This design comes from an exercise in tuning for a short achievable clock period and few clock cycles on the open sky130 flow, not from production work. Only simulation tests tie the RTL to the original design; equivalence was not proved. No activity file was given, so power comes from the tool's default toggle rates.

==> garnet <==
Design lc4_pipeline, start of the top module:
module lc4_pipeline (
   input  wire                 gwe,
   input  wire                 i_arst_n,
   output lc4_pkg::word_t      o_imem_addr,
   input  wire lc4_pkg::word_t i_imem_data,
   output lc4_pkg::word_t      o_dmem_addr,
   output logic                o_dmem_we,
   output lc4_pkg::word_t      o_dmem_wdata,
   input  wire lc4_pkg::word_t i_dmem_rdata,
   output lc4_pkg::stall_e     o_wb_stall,
   output lc4_pkg::word_t      o_wb_pc,
   output lc4_pkg::word_t      o_wb_insn,
   output logic                o_wb_rf_we,
   output lc4_pkg::rsel_t      o_wb_rf_wsel,
   output lc4_pkg::word_t      o_wb_rf_wdata,
   output logic                o_wb_nzp_we,
   output lc4_pkg::nzp_t       o_wb_nzp
);
==> flow/config.mk <==
export PLATFORM = sky130hd
export DESIGN_NAME = lc4_pipeline
export DESIGN_NICKNAME = lc4_pipeline
export VERILOG_FILES = /design/flow/design.v
export SDC_FILE = /design/flow/constraint.sdc
export NUM_CORES = 4
export LEC_CHECK = 0
export CAP_MARGIN = 20
export CORE_MARGIN = 2
export CORE_UTILIZATION = 40
export SETUP_SLACK_MARGIN = 3.0
export SLEW_MARGIN = 20
export SYNTH_HIERARCHICAL = 1
export SYNTH_MINIMUM_KEEP_SIZE = 0
==> flow/constraint.sdc <==
create_clock -name core_clock -period 5.0 [get_ports {gwe}]
set_input_delay 1.0000 -clock core_clock [delete_from_list [all_inputs] [get_ports {gwe}]]
set_output_delay 1.0000 -clock core_clock [all_outputs]
set_load 0.01 [all_outputs]
run.sh (not shown) runs the stock make flow with config.mk's settings and CLKGATE_MAP_FILE= SYNTH_SCRIPT=/design/flow/synth_recipe.tcl, a recipe that flattens the netlist after the stock synthesis.
==> inputs of quartz, as changes to garnet <==
--- a/flow/design.v
+++ b/flow/design.v
@@ -340,16 +340,34 @@
    input  wire [15:0] i,
    output wire        y
 );
    wire c, brc;
    assign c   = !i[13] && !i[12];
    assign brc = (i[8] && (i[11] || i[10] || i[9])) || (i[9] && (i[11] || i[10]));
    assign y   = c && ((i[15] && i[14] && i[11]) || (!i[15] && !i[14] && brc));
 endmodule
+module lc4_opsel (
+   input  wire [2:0] r,       
+   input  wire       use_r,   
+   input  wire       mv,      
+   input  wire       mld,     
+   input  wire [2:0] mrd,
+   input  wire       wv,      
+   input  wire [2:0] wrd,
+   output wire       s_ld, s_m, s_w, s_rf
+);
+   wire mh, wh;
+   assign mh   = mv && r == mrd;
+   assign wh   = wv && r == wrd;
+   assign s_ld = use_r && mh && mld;
+   assign s_m  = use_r && mh && !mld;
+   assign s_w  = use_r && !mh && wh;
+   assign s_rf = use_r && !mh && !wh;
+endmodule
 `timescale 1ns/100ps
 `default_nettype none
 module lc4_pipeline (
    input  wire                 gwe,
    input  wire                 i_arst_n,
    output lc4_pkg::word_t      o_imem_addr,
    input  wire lc4_pkg::word_t i_imem_data,
    output lc4_pkg::word_t      o_dmem_addr,
@@ -439,63 +457,60 @@
    assign f_rd1h     = onehot(fi[11:9]);
    assign f_off9  = {{7{fi[8]}}, fi[8:0]};
    assign f_off11 = {{5{fi[10]}}, fi[10:0]};
    lc4_add16 u_t9   (.a(pc_a), .b(f_off9),  .ci(1'b1), .s(f_tgt9));
    lc4_add16 u_t11  (.a(pc_a), .b(f_off11), .ci(1'b1), .s(f_tgt11));
    lc4_inc16 u_inc  (.a(pc), .s(pc_p1));
    logic        stall, r_replay;
    logic [15:0] r_rpc;
-   assign stall = r_boot && x_valid && x_ld && f_sub && |(f_rt1h & x_rd1h);
-   logic        mh_s, mh_t, mh_d, wh_s, wh_t, wh_d;
-   logic        a_ld, a_m, a_w, a_rf, b_ld, b_m, b_w, b_rf, b_im, s_ld, s_m, s_w, s_rf;
+   assign stall = r_boot && x_valid && x_ld && f_sub && (fi[2:0] == x_rd);
    logic [15:0] rf_s, rf_t, rf_d;
    logic [15:0] a_nxt, b_nxt, sd_nxt;
    always_comb begin
       rf_s = '0;
       rf_t = '0;
       rf_d = '0;
       for (int k = 0; k < 8; k++) begin
          rf_s = rf_s | (f_rs1h[k] ? rf[k] : 16'd0);
          rf_t = rf_t | (f_rt1h[k] ? rf[k] : 16'd0);
          rf_d = rf_d | (f_rd1h[k] ? rf[k] : 16'd0);
       end
    end
-   assign mh_s = m_valid && m_we && |(f_rs1h & m_rd1h);
-   assign mh_t = m_valid && m_we && |(f_rt1h & m_rd1h);
-   assign mh_d = m_valid && m_we && |(f_rd1h & m_rd1h);
-   assign wh_s = w_valid && w_we && |(f_rs1h & w_rd1h);
-   assign wh_t = w_valid && w_we && |(f_rt1h & w_rd1h);
-   assign wh_d = w_valid && w_we && |(f_rd1h & w_rd1h);
-   assign a_ld = f_use_rs && mh_s && m_ld;
-   assign a_m  = f_use_rs && mh_s && !m_ld;
-   assign a_w  = f_use_rs && !mh_s && wh_s;
-   assign a_rf = f_use_rs && !mh_s && !wh_s;
-   assign b_ld = f_use_rt && mh_t && m_ld;
-   assign b_m  = f_use_rt && mh_t && !m_ld;
-   assign b_w  = f_use_rt && !mh_t && wh_t;
-   assign b_rf = f_use_rt && !mh_t && !wh_t;
-   assign b_im = !f_use_rt;
-   assign s_ld = mh_d && m_ld;
-   assign s_m  = mh_d && !m_ld;
-   assign s_w  = !mh_d && wh_d;
-   assign s_rf = !mh_d && !wh_d;
-   assign a_nxt  = ({16{a_ld}} & i_dmem_rdata) | ({16{a_m}} & m_res) |
-                   ({16{a_w}} & w_val) | ({16{a_rf}} & rf_s);
-   assign b_nxt  = ({16{b_ld}} & i_dmem_rdata) | ({16{b_m}} & m_res) |
-                   ({16{b_w}} & w_val) | ({16{b_rf}} & rf_t) | ({16{b_im}} & f_imm_b);
-   assign sd_nxt = ({16{s_ld}} & i_dmem_rdata) | ({16{s_m}} & m_res) |
-                   ({16{s_w}} & w_val) | ({16{s_rf}} & rf_d);
+   logic       w_wv;   
+   logic [3:0] a_ld4, a_m4, a_w4, a_rf4, b_ld4, b_m4, b_w4, b_rf4, s_ld4, s_m4, s_w4, s_rf4;
+   genvar gi;
+   generate
+      for (gi = 0; gi < 4; gi++) begin : ops
+         lc4_opsel u_a (.r(fi[8:6]), .use_r(f_use_rs), .mv(m_setcc), .mld(m_ld), .mrd(m_rd),
+                        .wv(w_wv), .wrd(w_rd), .s_ld(a_ld4[gi]), .s_m(a_m4[gi]),
+                        .s_w(a_w4[gi]), .s_rf(a_rf4[gi]));
+         lc4_opsel u_b (.r(fi[2:0]), .use_r(f_use_rt), .mv(m_setcc), .mld(m_ld), .mrd(m_rd),
+                        .wv(w_wv), .wrd(w_rd), .s_ld(b_ld4[gi]), .s_m(b_m4[gi]),
+                        .s_w(b_w4[gi]), .s_rf(b_rf4[gi]));
+         lc4_opsel u_s (.r(fi[11:9]), .use_r(1'b1), .mv(m_setcc), .mld(m_ld), .mrd(m_rd),
+                        .wv(w_wv), .wrd(w_rd), .s_ld(s_ld4[gi]), .s_m(s_m4[gi]),
+                        .s_w(s_w4[gi]), .s_rf(s_rf4[gi]));
+      end
+      for (gi = 0; gi < 16; gi++) begin : opv
+         assign a_nxt[gi]  = (a_ld4[gi/4] & i_dmem_rdata[gi]) | (a_m4[gi/4] & m_res[gi]) |
+                             (a_w4[gi/4] & w_val[gi]) | (a_rf4[gi/4] & rf_s[gi]);
+         assign b_nxt[gi]  = (b_ld4[gi/4] & i_dmem_rdata[gi]) | (b_m4[gi/4] & m_res[gi]) |
+                             (b_w4[gi/4] & w_val[gi]) | (b_rf4[gi/4] & rf_t[gi]) |
+                             (!f_use_rt & f_imm_b[gi]);
+         assign sd_nxt[gi] = (s_ld4[gi/4] & i_dmem_rdata[gi]) | (s_m4[gi/4] & m_res[gi]) |
+                             (s_w4[gi/4] & w_val[gi]) | (s_rf4[gi/4] & rf_d[gi]);
+      end
+   endgenerate
    logic bpa_nxt, bpb_nxt, bla_nxt, blb_nxt;
-   assign bpa_nxt = f_use_rs && x_valid && x_we && !x_ld && |(f_rs1h & x_rd1h);
-   assign bpb_nxt = f_use_rt && x_valid && x_we && !x_ld && |(f_rt1h & x_rd1h);
-   assign bla_nxt = f_use_rs && x_valid && x_ld && |(f_rs1h & x_rd1h);
-   assign blb_nxt = f_use_rt && x_valid && x_ld && |(f_rt1h & x_rd1h);
+   assign bpa_nxt = f_use_rs && x_valid && x_we && !x_ld && (fi[8:6] == x_rd);
+   assign bpb_nxt = f_use_rt && x_valid && x_we && !x_ld && (fi[2:0] == x_rd);
+   assign bla_nxt = f_use_rs && x_valid && x_ld && (fi[8:6] == x_rd);
+   assign blb_nxt = f_use_rt && x_valid && x_ld && (fi[2:0] == x_rd);
    logic [NS-1:0] sa_m_nxt, sa_l_nxt, sa_r_nxt, sb_m_nxt, sb_l_nxt, sb_r_nxt, sub_nxt;
-   genvar gi;
    generate
       for (gi = 0; gi < NS; gi++) begin : sel
          lc4_c_buf  u_sam (.a(bpa_nxt), .y(sa_m_nxt[gi]));
          lc4_c_buf  u_sal (.a(bla_nxt), .y(sa_l_nxt[gi]));
          lc4_c_nor2 u_sar (.a(bpa_nxt), .b(bla_nxt), .y(sa_r_nxt[gi]));
          lc4_c_buf  u_sbm (.a(bpb_nxt), .y(sb_m_nxt[gi]));
          lc4_c_buf  u_sbl (.a(blb_nxt), .y(sb_l_nxt[gi]));
          lc4_c_nor2 u_sbr (.a(bpb_nxt), .b(blb_nxt), .y(sb_r_nxt[gi]));
@@ -618,17 +633,17 @@
       x_sd     <= sd_nxt;
       x_sa_m   <= sa_m_nxt;
       x_sa_l   <= sa_l_nxt;
       x_sa_r   <= sa_r_nxt;
       x_sb_m   <= sb_m_nxt;
       x_sb_l   <= sb_l_nxt;
       x_sb_r   <= sb_r_nxt;
       x_subc   <= sub_nxt;
-      x_bps    <= f_str && x_valid && x_we && |(f_rd1h & x_rd1h);
+      x_bps    <= f_str && x_valid && x_we && (fi[11:9] == x_rd);
       x_alt    <= f_pred ? pc_p1 : f_tgt9;
       x_we     <= f_we;
       x_ld     <= f_ldr;
       x_st     <= f_str;
       x_mn     <= fi[11] != f_pred;
       x_mz     <= fi[10] != f_pred;
       x_mp     <= fi[9] != f_pred;
       x_misw   <= |(fi[11:9] & ccw_nxt) != f_pred;
@@ -652,16 +667,17 @@
       m_we   <= x_we;
       m_setcc <= x_valid && x_we && !m_misl;
       m_alt   <= x_alt;
       m_ld   <= x_ld;
       m_rd   <= x_rd;
       m_rd1h <= x_rd1h;
       w_val  <= m_ld ? i_dmem_rdata : m_res;
       w_we   <= m_we;
+      w_wv   <= m_setcc;
       w_rd   <= m_rd;
       w_rd1h <= m_rd1h;
       o_wb_pc       <= m_pc;
       o_wb_insn     <= m_insn;
       o_wb_rf_wsel  <= m_rd;
       o_wb_rf_wdata <= m_val_o;
       o_wb_nzp      <= m_ld ? nzp_of(i_dmem_rdata) : m_nzp_f;
    end
==> comparison table <==
Sw power: quartz 0.00545 W; garnet 0.00554 W
Worst path arrival time: quartz 2.76 ns; garnet 2.68 ns
Status: quartz no timing/DRC/antenna violations; garnet no timing/DRC/antenna violations
Number of instances in the synthesized netlist: quartz 2756; garnet 2726
Number of instances in the placed design: quartz 3722; garnet 3659
Highest metal layer with signal wires: quartz met5; garnet met4
Number of combinational gates with multiple inputs: quartz 1906; garnet 1874
Power density over the cells: quartz 416 nW/um^2; garnet 420 nW/um^2
Non-clock buffer share: quartz 0.108; garnet 0.119
Class of the most critical setup path: quartz reg -> reg; garnet in -> reg
N_taps: quartz 940; garnet 931
Post-route fraction of the period consumed by the critical path: quartz 0.442; garnet 0.441
Combinational power share: quartz 0.305; garnet 0.311
R2R Path End: quartz m_z$_DFF_P_; garnet x_sd[5]$_DFF_P_
Clock buffer instance count of the final layout: quartz 78; garnet 72
Minimum setup slack in the final design: quartz 2.79 ns; garnet 2.79 ns
Testbench counts of garnet, summed over its fixed seeds: cycles 9,161.
Testbench counts of quartz, summed over its fixed seeds: cycles 9,161.

[afterwards: timing with drivers on the ports]
How much do the figures lean on ideal ports? The routed layouts below were timed once more, with nothing changed but the port constraints. Step 1 sets driving cells, clkbuf_16 on the clock port and buf_2 on the other inputs (assumed; they add their load-dependent delay and slew). Step 2, shift: input delay + t, output delay - t, t = (earliest + latest rising clock arrival at the registers) / 2. This alone moves slack from input paths to output paths. Three values: ideal ports, drivers, drivers and shift; two values: the first two.
run	t (ns)	setup slack, ns	latest minus earliest clock arrival (ns)	worst data-port slew with drivers (ns)
garnet	0.686	2.795 / 2.625 / 1.939	0.025 / 0.024	0.33
quartz	0.688	2.790 / 2.759 / 2.071	0.054 / 0.054	0.31
After both steps every run listed still meets setup and hold. For garnet, which loses most, drivers alone change the setup slack by -0.170 ns; drivers and shift together by -0.856 ns.
